Background: an optimization exercise with open tools, aiming at small area and a short achievable clock period. Do not read the settings as production practice. Where RTL was checked, it was by simulation tests only, not by an equivalence proof against the original. Function not checked in run 1: the RTL went through the layout flow alone. Power figures rest on the tool's default switching activity, not on a simulated workload.

## flow/design.v (module list and top-level ports; edited modules follow where they fit)
// module mult_top: 1351 lines
// module mult_fa: 10 lines
// module mult_hai: 9 lines
// module mult_ha: 9 lines
module mult_top (
    input  logic               clk,
    input  logic               reset,
    input  logic               in_valid,
    input  mult_pkg::operand_t a,
    input  mult_pkg::operand_t b,
    output logic               out_valid,
    output mult_pkg::product_u product
);
  // ...
==> flow/flow/run.sh <==
#!/bin/bash
# Own layout flow: the standard layout (standard.sh, with its unchanged
# synthesis) plus a few extra ORFS make settings from flow/extra.txt, one
# VAR=value per line. Each step's full output goes to a log in this folder.
set -euo pipefail
EXTRA=()
while IFS= read -r l; do
  [[ -n "$l" && "$l" != \#* ]] && EXTRA+=("$l")
done < flow/extra.txt
# standard.sh passes its knobs on make's command line; ours go after them
sed 's#"${@:-finish}"#"${EXTRA[@]}" "${@:-finish}"#' standard.sh > own_standard.sh
( set -- synth; source ./own_standard.sh ) > synth.log 2>&1
( set -- finish; source ./own_standard.sh ) > layout.log 2>&1
test -f out/final.def
==> flow/flow/extra.txt <==
# port buffers: a plain buffer instead of the delay buffer buffer_ports picks
BUFFER_PORTS_ARGS=-buffer_cell sky130_fd_sc_hd__buf_2
==> flow/standard.sh <==
#!/bin/bash
# synth_recipe.tcl (not shown) runs the flow's synth.tcl, then flattens the netlist and writes it again
# the make line also repeats each setting of config.mk as NAME=value (left out here)
make -C /OpenROAD-flow-scripts/flow DESIGN_CONFIG=/design/flow/config.mk WORK_HOME=/design/flow/orfs CLKGATE_MAP_FILE= SYNTH_SCRIPT=/design/flow/synth_recipe.tcl "${@:-finish}"
==> flow/config.mk <==
export PLATFORM = sky130hd
export DESIGN_NAME = mult_top
export DESIGN_NICKNAME = mult_top
export VERILOG_FILES = /design/flow/design.v
export SDC_FILE = /design/flow/constraint.sdc
export NUM_CORES = 4
export LEC_CHECK = 0
export CAP_MARGIN = 20
export CORE_MARGIN = 2
export CORE_UTILIZATION = 40
export PLACE_DENSITY = 0.6
export SETUP_SLACK_MARGIN = 5
export SLEW_MARGIN = 20
export SYNTH_HIERARCHICAL = 1
==> flow/constraint.sdc <==
create_clock -name core_clock -period 8.0 [get_ports {clk}]
set_input_delay 1.6000 -clock core_clock [delete_from_list [all_inputs] [get_ports {clk}]]
set_output_delay 1.6000 -clock core_clock [all_outputs]
set_load 0.01 [all_outputs]
==> results.py, run 1 <==
metrics = {
    "clock_tree": {
        "clk_pin_slew_worst_paths_ps": 70,
        "clock_path_buffers": 2,
        "root_buffer": "clkbuf_16",
    },
    "cells_and_area": {
        "nonClkBufAreaFrac_pct": 4.967,
        "multi_input_cells": 769,
        "n_all_buffers": 103,
        "largestClassByArea": "multi-input gates",
        "mostFrequentLayoutCells": "nand2_1, fa_1, dfxtp_1",
        "areaGrowthSynthToFinish_pct": 14.10,
        "clock_area_share_pct": 5.129,
        "max_flop_register": "product",
    },
    "setup_path": {
        "path_max_fanout": 16,
        "r2r-start": "b_r[8]$_DFF_P_",
        "cp-end-kind": "flip-flop",
        "critPathKind": "flip-flop to flip-flop",
    },
    "floorplan": {
        "core_region_area_um2": 26800,
        "die-area_um2": 28490,
    },
    "detailed_routing": {
        "viasPerCell": 5.146,
        "drt_iter0_drc": 618,
        "wl_met1_um": 13140,
    },
    "yosys": {
        "synthTopCellsByCount": "nand2_1, fa_1, dfxtp_1",
        "yosys.area.top_type": "fa_1",
        "synth.area.top_cells": "fa_1, dfxtp_1, nand2_1, ha_1, clkbuf_1",
        "ys_ff_latch": 155,
        "synthArstFlopShare_pct": 0,
        "syn_area_per_cell_um2": 10.14,
        "synth_xor_area_share_pct": 1.371,
    },
    "placement": {
        "place_ws_ps": 4607,
        "hpwl_um": 19650,
    },
    "sta": {
        "fin_tns_setup_ps": 0,
        "final-setup-viol-count": 0,
        "rsz0062_at_grt": "true",
        "max_freq_mhz": 336.4,
    },
    "outcome": {
        "status": "finished clean",
    },
    "grt": {
        "met2_usage_pct": 28.06,
        "gr-usage-all-layers_pct": 19.33,
        "top_usage_layer": "met1",
    },
    "min_path": {
        "holdPathStages": 1,
    },
    "power": {
        "ir_drop_uv": 244.3,
    },
}
==> inputs of run 2 (changes only) <==
--- a/flow/design.v
+++ b/flow/design.v
@@ -693,37 +693,20 @@
     logic s413;
     logic c414;
     logic s415;
     logic c416;
     logic s417;
     logic c418;
     logic s419;
     logic c420;
-    logic m1_0_0;
-    logic m1_1_0;
-    logic m1_1_1;
-    logic m1_2_0;
-    logic m1_2_1;
-    logic m1_2_2;
-    logic m1_3_0;
-    logic m1_3_1;
-    logic m1_3_2;
-    logic m1_4_0;
-    logic m1_4_1;
-    logic m1_4_2;
-    logic m1_5_0;
-    logic m1_5_1;
-    logic m1_5_2;
-    logic m1_6_0;
-    logic m1_6_1;
-    logic m1_6_2;
     logic m1_7_0;
     logic m1_7_1;
     logic m1_7_2;
+    logic m1_7_3;
     logic m1_8_0;
     logic m1_8_1;
     logic m1_8_2;
     logic m1_9_0;
     logic m1_9_1;
     logic m1_9_2;
     logic m1_10_0;
     logic m1_10_1;
@@ -781,16 +764,17 @@
     logic m1_27_2;
     logic m1_28_0;
     logic m1_28_1;
     logic m1_28_2;
     logic m1_29_0;
     logic m1_29_1;
     logic m1_29_2;
     logic m1_30_0;
+    logic [7:0] lo_w, lo_q;
     always_ff @(posedge clk) begin
         a_r <= a;
         b_r <= b;
     end
     always_ff @(posedge clk) begin
         if (reset) begin
             v         <= '0;
             out_valid <= 1'b0;
@@ -1232,21 +1216,22 @@
     mult_fa u_s349 (.x(s287), .y(c284), .z(s289), .s(s349), .c(c350));
     mult_fa u_s351 (.x(s291), .y(c288), .z(c290), .s(s351), .c(c352));
     mult_fa u_s353 (.x(s295), .y(c292), .z(c294), .s(s353), .c(c354));
     mult_fa u_s355 (.x(c296), .y(s299), .z(s301), .s(s355), .c(c356));
     mult_fa u_s357 (.x(s303), .y(c300), .z(s305), .s(s357), .c(c358));
     mult_fa u_s359 (.x(c304), .y(s307), .z(s309), .s(s359), .c(c360));
     mult_fa u_s361 (.x(pp_15_12), .y(c308), .z(s311), .s(s361), .c(c362));
     mult_fa u_s363 (.x(pp_13_15), .y(pp_14_14), .z(pp_15_13), .s(s363), .c(c364));
-    mult_hai u_s365 (.x(m1_2_0), .y(m1_2_1), .s(s365), .c(c366));
-    mult_fa u_s367 (.x(m1_3_0), .y(m1_3_1), .z(m1_3_2), .s(s367), .c(c368));
-    mult_fa u_s369 (.x(m1_4_0), .y(m1_4_1), .z(m1_4_2), .s(s369), .c(c370));
-    mult_fa u_s371 (.x(m1_5_0), .y(m1_5_1), .z(m1_5_2), .s(s371), .c(c372));
-    mult_fa u_s373 (.x(m1_6_0), .y(m1_6_1), .z(m1_6_2), .s(s373), .c(c374));
+    mult_hai u_s365 (.x(pp_0_2), .y(pp_1_1), .s(s365), .c(c366));
+    mult_fa u_s367 (.x(pp_2_1), .y(pp_3_0), .z(s313), .s(s367), .c(c368));
+    mult_fa u_s369 (.x(c314), .y(s221), .z(s315), .s(s369), .c(c370));
+    mult_fa u_s371 (.x(c316), .y(s223), .z(s317), .s(s371), .c(c372));
+    mult_fa u_s373 (.x(c318), .y(s229), .z(s319), .s(s373), .c(c374));
+    assign lo_w = {1'b0, {c372, c370, c368, c366, pp_2_0, pp_0_1, pp_0_0}} + {1'b0, {s373, s371, s369, s367, s365, pp_1_0, 1'b1}} + 1'b1;
     mult_fa u_s375 (.x(m1_7_0), .y(m1_7_1), .z(m1_7_2), .s(s375), .c(c376));
     mult_fa u_s377 (.x(m1_8_0), .y(m1_8_1), .z(m1_8_2), .s(s377), .c(c378));
     mult_fa u_s379 (.x(m1_9_0), .y(m1_9_1), .z(m1_9_2), .s(s379), .c(c380));
     mult_fa u_s381 (.x(m1_10_0), .y(m1_10_1), .z(m1_10_2), .s(s381), .c(c382));
     mult_fa u_s383 (.x(m1_11_0), .y(m1_11_1), .z(m1_11_2), .s(s383), .c(c384));
     mult_fa u_s385 (.x(m1_12_0), .y(m1_12_1), .z(m1_12_2), .s(s385), .c(c386));
     mult_fa u_s387 (.x(m1_13_0), .y(m1_13_1), .z(m1_13_2), .s(s387), .c(c388));
     mult_fa u_s389 (.x(m1_14_0), .y(m1_14_1), .z(m1_14_2), .s(s389), .c(c390));
@@ -1260,39 +1245,24 @@
     mult_fa u_s405 (.x(m1_22_0), .y(m1_22_1), .z(m1_22_2), .s(s405), .c(c406));
     mult_fa u_s407 (.x(m1_23_0), .y(m1_23_1), .z(m1_23_2), .s(s407), .c(c408));
     mult_fa u_s409 (.x(m1_24_0), .y(m1_24_1), .z(m1_24_2), .s(s409), .c(c410));
     mult_fa u_s411 (.x(m1_25_0), .y(m1_25_1), .z(m1_25_2), .s(s411), .c(c412));
     mult_fa u_s413 (.x(m1_26_0), .y(m1_26_1), .z(m1_26_2), .s(s413), .c(c414));
     mult_fa u_s415 (.x(m1_27_0), .y(m1_27_1), .z(m1_27_2), .s(s415), .c(c416));
     mult_fa u_s417 (.x(m1_28_0), .y(m1_28_1), .z(m1_28_2), .s(s417), .c(c418));
     mult_fa u_s419 (.x(m1_29_0), .y(m1_29_1), .z(m1_29_2), .s(s419), .c(c420));
-    assign sum_w = ~({1'b1, m1_30_0, c418, c416, c414, c412, c410, c408, c406, c404, c402, c400, c398, c396, c394, c392, c390, c388, c386, c384, c382, c380, c378, c376, c374, c372, c370, c368, c366, m1_2_2, m1_1_0, m1_0_0} + {1'b1, c420, s419, s417, s415, s413, s411, s409, s407, s405, s403, s401, s399, s397, s395, s393, s391, s389, s387, s385, s383, s381, s379, s377, s375, s373, s371, s369, s367, s365, m1_1_1, 1'b1} + 32'd1);
+    assign sum_w[6:0] = ~lo_q[6:0];
+    assign sum_w[31:7] = ~({1'b1, m1_30_0, c418, c416, c414, c412, c410, c408, c406, c404, c402, c400, c398, c396, c394, c392, c390, c388, c386, c384, c382, c380, c378, c376, m1_7_3} + {1'b1, c420, s419, s417, s415, s413, s411, s409, s407, s405, s403, s401, s399, s397, s395, s393, s391, s389, s387, s385, s383, s381, s379, s377, s375} + {24'd0, lo_q[7]});
     always_ff @(posedge clk) begin
-        m1_0_0 <= pp_0_0;
-        m1_1_0 <= pp_0_1;
-        m1_1_1 <= pp_1_0;
-        m1_2_0 <= pp_0_2;
-        m1_2_1 <= pp_1_1;
-        m1_2_2 <= pp_2_0;
-        m1_3_0 <= pp_2_1;
-        m1_3_1 <= pp_3_0;
-        m1_3_2 <= s313;
-        m1_4_0 <= c314;
-        m1_4_1 <= s221;
-        m1_4_2 <= s315;
-        m1_5_0 <= c316;
-        m1_5_1 <= s223;
-        m1_5_2 <= s317;
-        m1_6_0 <= c318;
-        m1_6_1 <= s229;
-        m1_6_2 <= s319;
+        lo_q <= lo_w;
         m1_7_0 <= c320;
         m1_7_1 <= s233;
         m1_7_2 <= s321;
+        m1_7_3 <= c374;
         m1_8_0 <= c322;
         m1_8_1 <= s237;
         m1_8_2 <= s323;
         m1_9_0 <= s241;
         m1_9_1 <= c324;
         m1_9_2 <= s325;
         m1_10_0 <= s245;
         m1_10_1 <= c326;
==> flow/flow/extra.txt (replaced) <==
# port buffers: a plain buffer instead of the delay buffer buffer_ports picks
BUFFER_PORTS_ARGS=-buffer_cell sky130_fd_sc_hd__buf_2
SETUP_SLACK_MARGIN=5.3
==> flow/config.mk (replaced) <==
export PLATFORM = sky130hd
export DESIGN_NAME = mult_top
export DESIGN_NICKNAME = mult_top
export VERILOG_FILES = /design/flow/design.v
export SDC_FILE = /design/flow/constraint.sdc
export NUM_CORES = 4
export LEC_CHECK = 0
export CAP_MARGIN = 20
export CORE_MARGIN = 2
export CORE_UTILIZATION = 40
export PLACE_DENSITY = 0.6
export SLEW_MARGIN = 20
export SYNTH_HIERARCHICAL = 1
==> run 2 against run 1 <==
Effect of this change:
- largest power group unchanged
- clock skew rose by 1.2 ps
- routed wire length rose by 7.6%
- combinational power rose by 11%
- core utilization rose by 4.6 points
- via count rose by 3.0%
- sequential share of layout area fell by 2.5 points
- synthesized cell count fell by 4.0%
- largest cell class unchanged
- clock power fell by 3.2%
- maximum frequency barely moved
- highest routed layer unchanged
==> results.py, run 2 <==
metrics = {
    "yosys": {
        "synth_area_um2": 10420,
        "syn_area_per_cell_um2": 10.14,
        "synthFlopType": "dfxtp_1",
        "synthTopCellsByCount": "nand2_1, fa_1, dfxtp_1",
        "ys_ff_latch": 146,
        "synth_nets": 1305,
        "yosysTopAreaCellShare_pct": 38.02,
        "seq_area_frac_synth_pct": 28.04,
        "synth_cell_types": 53,
        "synth.area.top_cells": "fa_1, dfxtp_1, nand2_1, ha_1, inv_1",
        "synthArstFlopShare_pct": 0,
        "yosysWarnings": 7,
        "syn_inst": 1028,
        "synth-edff-count": 0,
        "synthMostInstantiatedCell": "nand2_1",
        "yosys.area.top_type": "fa_1",
    },
    "clock_tree": {
        "clk_latency_ps": 440,
        "postCtsHoldBufs": 0,
        "cts_buffers": 17,
        "cts-htree-levels": 4,
        "clk_pin_slew_worst_paths_ps": 70,
        "root_buffer": "clkbuf_16",
        "cts_tree": "yes",
        "clock_path_buffers": 2,
        "cts.sinks": 146,
    },
    "sta": {
        "clock-skew-final_ps": 13.98,
        "slew_headroom_pct": 35.73,
        "rsz0062_at_grt": "true",
        "finalCriticalPeriod_ps": 2972,
        "fin_tns_setup_ps": 0,
        "max_freq_mhz": 336.4,
        "final-setup-viol-count": 0,
        "drv_slew": 0,
        "finalCritPeriodShare_pct": 37.16,
        "tightest_slew_ps": 964.0,
        "hold_violations": 0,
    },
    "setup_path": {
        "critPathKind": "flip-flop to flip-flop",
        "cp.arrival_ps": 3330,
        "critPathRequiredTime_ps": 8360,
        "cp-start-kind": "flip-flop",
        "cp-end-kind": "flip-flop",
        "path_max_fanout": 4,
    },
    "placement": {
        "dpl_cell_area_um2": 10990,
        "portBuffers": 67,
        "hpwl_um": 19220,
        "place_congestion": 0.8331,
    },
    "floorplan": {
        "io_pins": 68,
        "num_rows": 59,
        "fp.dieH_um": 165.4,
        "start_util_pct": 40.35,
        "die-area_um2": 27370,
        "die_width_um": 165.4,
        "core_region_area_um2": 25840,
    },
    "grt": {
        "first_global_vias": 8141,
        "antenna_found_initial": 0,
        "grt_max_degree": 54,
        "grt_pass1_wl_um": 44220,
        "grt-ovfl-total": 0,
        "gr-usage-all-layers_pct": 21.74,
    },
    "cells_and_area": {
        "largest_reg_flops": 32,
        "nFillCells": 2295,
        "mostFrequentLayoutCells": "nand2_1, fa_1, dfxtp_1",
        "final_common_cell": "nand2_1",
        "drive_gt1_share_pct": 31.26,
        "nets": 1419,
        "reg.largest.list": "product (32), a_r (16), b_r (16)",
        "design_area_um2": 13140,
        "areaGrowthSynthToFinish_pct": 26.02,
        "max_flop_register": "product",
        "antenna_cells": 0,
    },
    "run": {
        "drv_cap": 0,
    },
    "detailed_routing": {
        "drt_iter0_drc": 609,
        "drc": 0,
        "wl_per_cell_um": 19.33,
        "firstDrtPassIters": 5,
        "viasPerCell": 5.209,
        "via_count": 7762,
        "wl_um": 28800,
        "ant_nets": 0,
    },
    "min_path": {
        "hold_class": "flip-flop to flip-flop",
    },
    "power": {
        "p_per_area_nw_per_um2": 413.0,
        "ir_drop_uv": 271.2,
        "leakage_uw": 0.005293,
    },
    "outcome": {
        "status": "finished clean",
    },
}
## run 2: cell types whose count changed in the layout (fill, tap and decap cells not counted), sizes merged, moves of 4 or more
cell    change
inv         +8
or3         -4
o21ai       -7
o21a        -7
o211ai      +5
dfxtp       -9
buf        +66
## run 2: kinds of logic after synthesis
| family | count (synthesis) | share of synthesized area (%) |
|---|---|---|
| adders and majority gates | 242 | 43.30 |
| AOI/OAI and AO/OA | 113 | 7.753 |
| buffers and inverters | 148 | 5.437 |
| muxes | 1 | 0.09602 |
| DFF | 146 | 28.04 |
| and+or+nand+nor | 360 | 13.86 |
| xor gates and xnor gates | 18 | 1.512 |
## run 2: worst paths after layout
kind / cells past startpoint / startpoint / slack, ps / endpoint
min reg2reg: 1 / lo_q[0]$_DFF_P_ / 410 / product[0]$_SDFFE_PP0P_
max reg2reg: 10 / m1_7_2$_DFF_P_ / 5030 / product[21]$_SDFFE_PP0P_
max: 10 / m1_7_2$_DFF_P_ / 5030 / product[21]$_SDFFE_PP0P_
min: 1 / lo_q[0]$_DFF_P_ / 410 / product[0]$_SDFFE_PP0P_
## run 2: area by class of cell
cell class / instances / area, um^2 / share of cell area (%)
clock inverters: 15 / 187.7 / 1.429
multi-input cells: 734 / 7480 / 56.93
clock buffers: 17 / 425.4 / 3.238
well taps: 335 / 419.2 / 3.190
inverters: 74 / 280.3 / 2.133
repair buffers: 169 / 1301 / 9.905
flip-flops and latches: 146 / 3044 / 23.17
## run 2: metal layers
layer,up-vias,routed length (um),GRT usage [%]
met2,362,13180,34.35
met3,58,2443,6.169
met5,-,0,0
met1,3893,12440,29.32
met4,0,736,6.309
li1,3449,-,-
## run 2: worst max-delay path, stage by stage, from the launching register on
cell and delay (ps):
dfxtp_2 330, fa_2 500, fa_2 410, fa_2 360, a21o_1 200, a221oi_4 370, a21oi_2 120, a21boi_2 180
buf_4 150, xnor2_2 60, a211oi_2 210
## run 2: where the power goes
group / internal [uW] / total [uW] / switching [uW]
combinational: 1610 / 3560 / 1950
sequential: 914 / 1040 / 130
clock: 450 / 826 / 376
total: 2970 / 5430 / 2450
## run 2: metrics by stage
stage | hold WS (ps) | cells | util, % | worst slack, ps | power [uW]
floorplan | 392.9 | 1028 | - | 5117 | 3165
global placement | 397.9 | 1356 | 42.52 | 4712 | 3837
detailed placement | 398.8 | 1356 | 42.52 | 4643 | 3866
CTS | 408.4 | 1465 | 48.73 | 5028 | 5052
global route | 419.7 | 1490 | 50.85 | 4841 | 5847
finish | 408.3 | 1490 | 50.85 | 5028 | 5426
## run 2: timing repair
item                       in CTS  in global routing
resized for setup             139                 86
setup buffers                  77                 25
cloned                          0                  0
setup endpoints to repair      62                 44
pin swaps                      41                 65
## run 2: Yosys stat by module (local to each module, per instance)
module	cells	cell area [um^2]
mult_hai	5	27.53
mult_top	758	6108
mult_fa	1	20.02
==> inputs of run 3 (changes only) <==
==> flow/flow/extra.txt (replaced) <==
# port buffers: a plain buffer instead of the delay buffer buffer_ports picks
BUFFER_PORTS_ARGS=-buffer_cell sky130_fd_sc_hd__buf_2
--- a/flow/config.mk
+++ b/flow/config.mk
@@ -9,5 +9,6 @@
 export CORE_MARGIN = 2
 export CORE_UTILIZATION = 40
 export PLACE_DENSITY = 0.6
+export SETUP_SLACK_MARGIN = 5
 export SLEW_MARGIN = 20
 export SYNTH_HIERARCHICAL = 1
==> run 3 against run 2 <==
Effect of this change:
- still clean on timing, DRC and antenna
- die area stayed put
- final area is 8.6% lower
- total power is 11% lower
- setup slack better by 4.5 ps
- critical endpoint is now product[25]$_SDFFE_PP0P_
- largest cell class unchanged
- highest routed layer unchanged
==> results.py, run 3 <==
metrics = {
    "cells_and_area": {
        "drive_gt1_share_pct": 18.42,
        "nFillCells": 2452,
        "areaGrowthSynthToFinish_pct": 15.15,
        "reg.largest.list": "product (32), a_r (16), b_r (16)",
        "max_flop_register": "product",
        "mostFrequentLayoutCells": "nand2_1, fa_1, dfxtp_1",
        "largest_reg_flops": 32,
        "final_common_cell": "nand2_1",
        "nets": 1351,
        "antenna_cells": 0,
    },
    "power": {
        "p_sw_uw": 2197,
        "power_uw": 4850,
        "combPwrFrac_pct": 60.8,
        "ir_drop_uv": 282.5,
        "switching_share_pct": 45.31,
        "pwr-share-seq_pct": 21.6,
        "p_per_area_nw_per_um2": 404.0,
        "power.clock.fraction_pct": 17.6,
        "leakage_uw": 0.004831,
        "intPower_uw": 2652,
    },
    "detailed_routing": {
        "wl_um": 26460,
        "viasPerCell": 5.115,
        "ant_nets": 0,
        "wl_per_cell_um": 18.62,
        "firstDrtPassIters": 5,
        "via_count": 7269,
        "drt_iter0_drc": 593,
        "drc": 0,
    },
    "sta": {
        "fin_tns_setup_ps": 0,
        "rsz0062_at_grt": "true",
        "hold_violations": 0,
        "drv_slew": 0,
        "clock-skew-final_ps": 12.83,
        "tightest_slew_ps": 946.1,
        "holdWs_ps": 405.5,
        "finalCriticalPeriod_ps": 2968,
        "max_freq_mhz": 336.9,
        "slew_headroom_pct": 36.93,
        "final-setup-viol-count": 0,
        "finalCritPeriodShare_pct": 37.10,
    },
    "setup_path": {
        "reg2regPathDepth": 9,
        "critPathRequiredTime_ps": 8340,
        "cp.arrival_ps": 3310,
        "cp-start-kind": "flip-flop",
        "critPathKind": "flip-flop to flip-flop",
        "cp-end-kind": "flip-flop",
        "path_max_fanout": 4,
    },
    "floorplan": {
        "fp.dieH_um": 165.4,
        "core_region_area_um2": 25840,
        "start_util_pct": 40.35,
        "io_pins": 68,
        "die-area_um2": 27370,
        "die_width_um": 165.4,
        "num_rows": 59,
    },
    "clock_tree": {
        "clk_latency_ps": 430,
        "clk_pin_slew_worst_paths_ps": 70,
        "cts-htree-levels": 4,
        "clock_path_buffers": 2,
        "cts.sinks": 146,
        "root_buffer": "clkbuf_16",
        "cts_buffers": 17,
        "cts_tree": "yes",
    },
    "yosys": {
        "synth_nets": 1305,
        "yosysWarnings": 7,
        "seq_area_frac_synth_pct": 28.04,
        "synthTopCellsByCount": "nand2_1, fa_1, dfxtp_1",
        "synth-edff-count": 0,
        "synth.area.top_cells": "fa_1, dfxtp_1, nand2_1, ha_1, inv_1",
        "syn_inst": 1028,
        "yosys.area.top_type": "fa_1",
        "synthMostInstantiatedCell": "nand2_1",
        "synth_cell_types": 53,
        "yosysTopAreaCellShare_pct": 38.02,
        "syn_area_per_cell_um2": 10.14,
        "synthFlopType": "dfxtp_1",
        "synthArstFlopShare_pct": 0,
        "ys_ff_latch": 146,
        "synth_area_um2": 10420,
    },
    "grt": {
        "antenna_found_initial": 0,
        "grt_max_degree": 54,
        "grt-ovfl-total": 0,
        "grt_pass1_wl_um": 42330,
        "gr-usage-all-layers_pct": 20.65,
        "first_global_vias": 7635,
    },
    "outcome": {
        "status": "finished clean",
    },
    "placement": {
        "hpwl_um": 19450,
        "portBuffers": 67,
        "place_congestion": 0.8648,
    },
    "min_path": {
        "hold_class": "flip-flop to flip-flop",
        "holdPathStages": 1,
    },
    "run": {
        "drv_cap": 0,
    },
}
==> run 3: cell counts after synthesis <==
Identical to the previous run, type by type.
==> run 3: repair_timing <==
| item | in CTS | in global routing |
|---|---|---|
| resized for setup | 50 | 33 |
| endpoints found under the setup margin | 43 | 29 |
| setup buffers | 15 | 19 |
| hold buffers | 0 | 0 |
| pin swaps | 4 | 25 |
==> run 3: power groups by stage <==
stage               combinational, uW  clock, uW  sequential [uW]
CTS                              2850        870             1060
floorplan                        2120          0             1020
global route                     3310        897             1070
finish                           2950        855             1050
global placement                 2740          0             1070
detailed placement               2770          0             1080
==> run 3: area by class of cell <==
class                      count  area, um^2  share of cell area (%)
timing repair buffer         101       638.1                   5.316
tap                          335       419.2                   3.492
clock buffer                  18       429.2                   3.575
clock inverter                13       182.7                   1.522
inverter                      74       277.8                   2.314
multi-input combinational    734        7027                   58.54
sequential                   146        3030                   25.25
==> run 3: path summary, 6_finish.rpt <==
kind / start / end / slack (ps)
setup / recovery: m1_7_0$_DFF_P_ / product[25]$_SDFFE_PP0P_ / 5030
hold / removal: lo_q[0]$_DFF_P_ / product[0]$_SDFFE_PP0P_ / 410
setup reg to reg: m1_7_0$_DFF_P_ / product[25]$_SDFFE_PP0P_ / 5030
hold reg to reg: lo_q[0]$_DFF_P_ / product[0]$_SDFFE_PP0P_ / 410
==> run 3: logic make-up (layout without fill, tap and decap cells) <==
kind of cell / after synthesis / count (layout) / share of synthesized area [%]
flip-flops: 146 / 146 / 28.04
multiplexers: 1 / 1 / 0.09602
XOR/XNOR: 18 / 18 / 1.512
buffers and inverters: 148 / 206 / 5.437
AND/OR/NAND/NOR: 360 / 360 / 13.86
adder cells (fa/ha/maj): 242 / 242 / 43.30
AO/OA/AOI/OAI: 113 / 113 / 7.753
==> run 3: critical path: stages (launching register included) <==
cell       delay (ps)
dfxtp_2           320
fa_1              500
fa_2              410
fa_2              380
a21o_1            200
a221oi_4          370
a21oi_2           130
a21boi_2          240
a2111oi_2         100
nor4_1            220
==> run 3: stage by stage <==
stage               cell area, um^2  instances  worst slack, ps  util [%]
floorplan                     10530       1028             4983         -
global placement              10920       1356             4644     42.25
detailed placement            10920       1356             4572     42.25
CTS                           11730       1402             4968     45.39
global route                  12000       1421             4888     46.46
finish                        12000       1421             5032     46.46
==> run 3: modules after synthesis, one instance, submodules excluded <==
module,times used,cell area [um^2]
mult_top,1,6108
mult_fa,195,20.02
mult_hai,15,27.53
==> run 3: routing by layer <==
metal | share of wire (%) | track usage [%]
met2 | 44 | 31.67
met3 | 7.9 | 4.471
met5 | 0 | 0
met4 | 2.2 | 5.878
met1 | 46 | 29.62

-- static timing again, ports no longer ideal --
The results above use ideal ports. As a check the final layouts listed here were re-extracted and re-timed, cells and wires unchanged.
Step 1: set_driving_cell puts a clkbuf_16 on clk and a buf_2 on each other input, an assumption about the parent block.
Step 2 times the ports against the registers' clock, not the clock port: input delays grow and output delays shrink by t, the midpoint of the rising clock arrivals with the driver on.
Slacks: ideal / step 1 / step 2; pairs: ideal / step 1.
run	t, ns	slack for setup (ns)	worst hold slack (ns)
run 1	0.481	5.027 / 5.027 / 5.027	0.416 / 0.416 / 0.416
run 2	0.485	5.028 / 5.028 / 4.778	0.408 / 0.408 / 0.408
run 3	0.468	5.032 / 5.032 / 4.809	0.406 / 0.406 / 0.406
After both steps setup and hold are still met in every run listed. For run 2, which loses most, drivers alone change the setup slack by 0.000 ns; drivers and shift together by -0.250 ns.
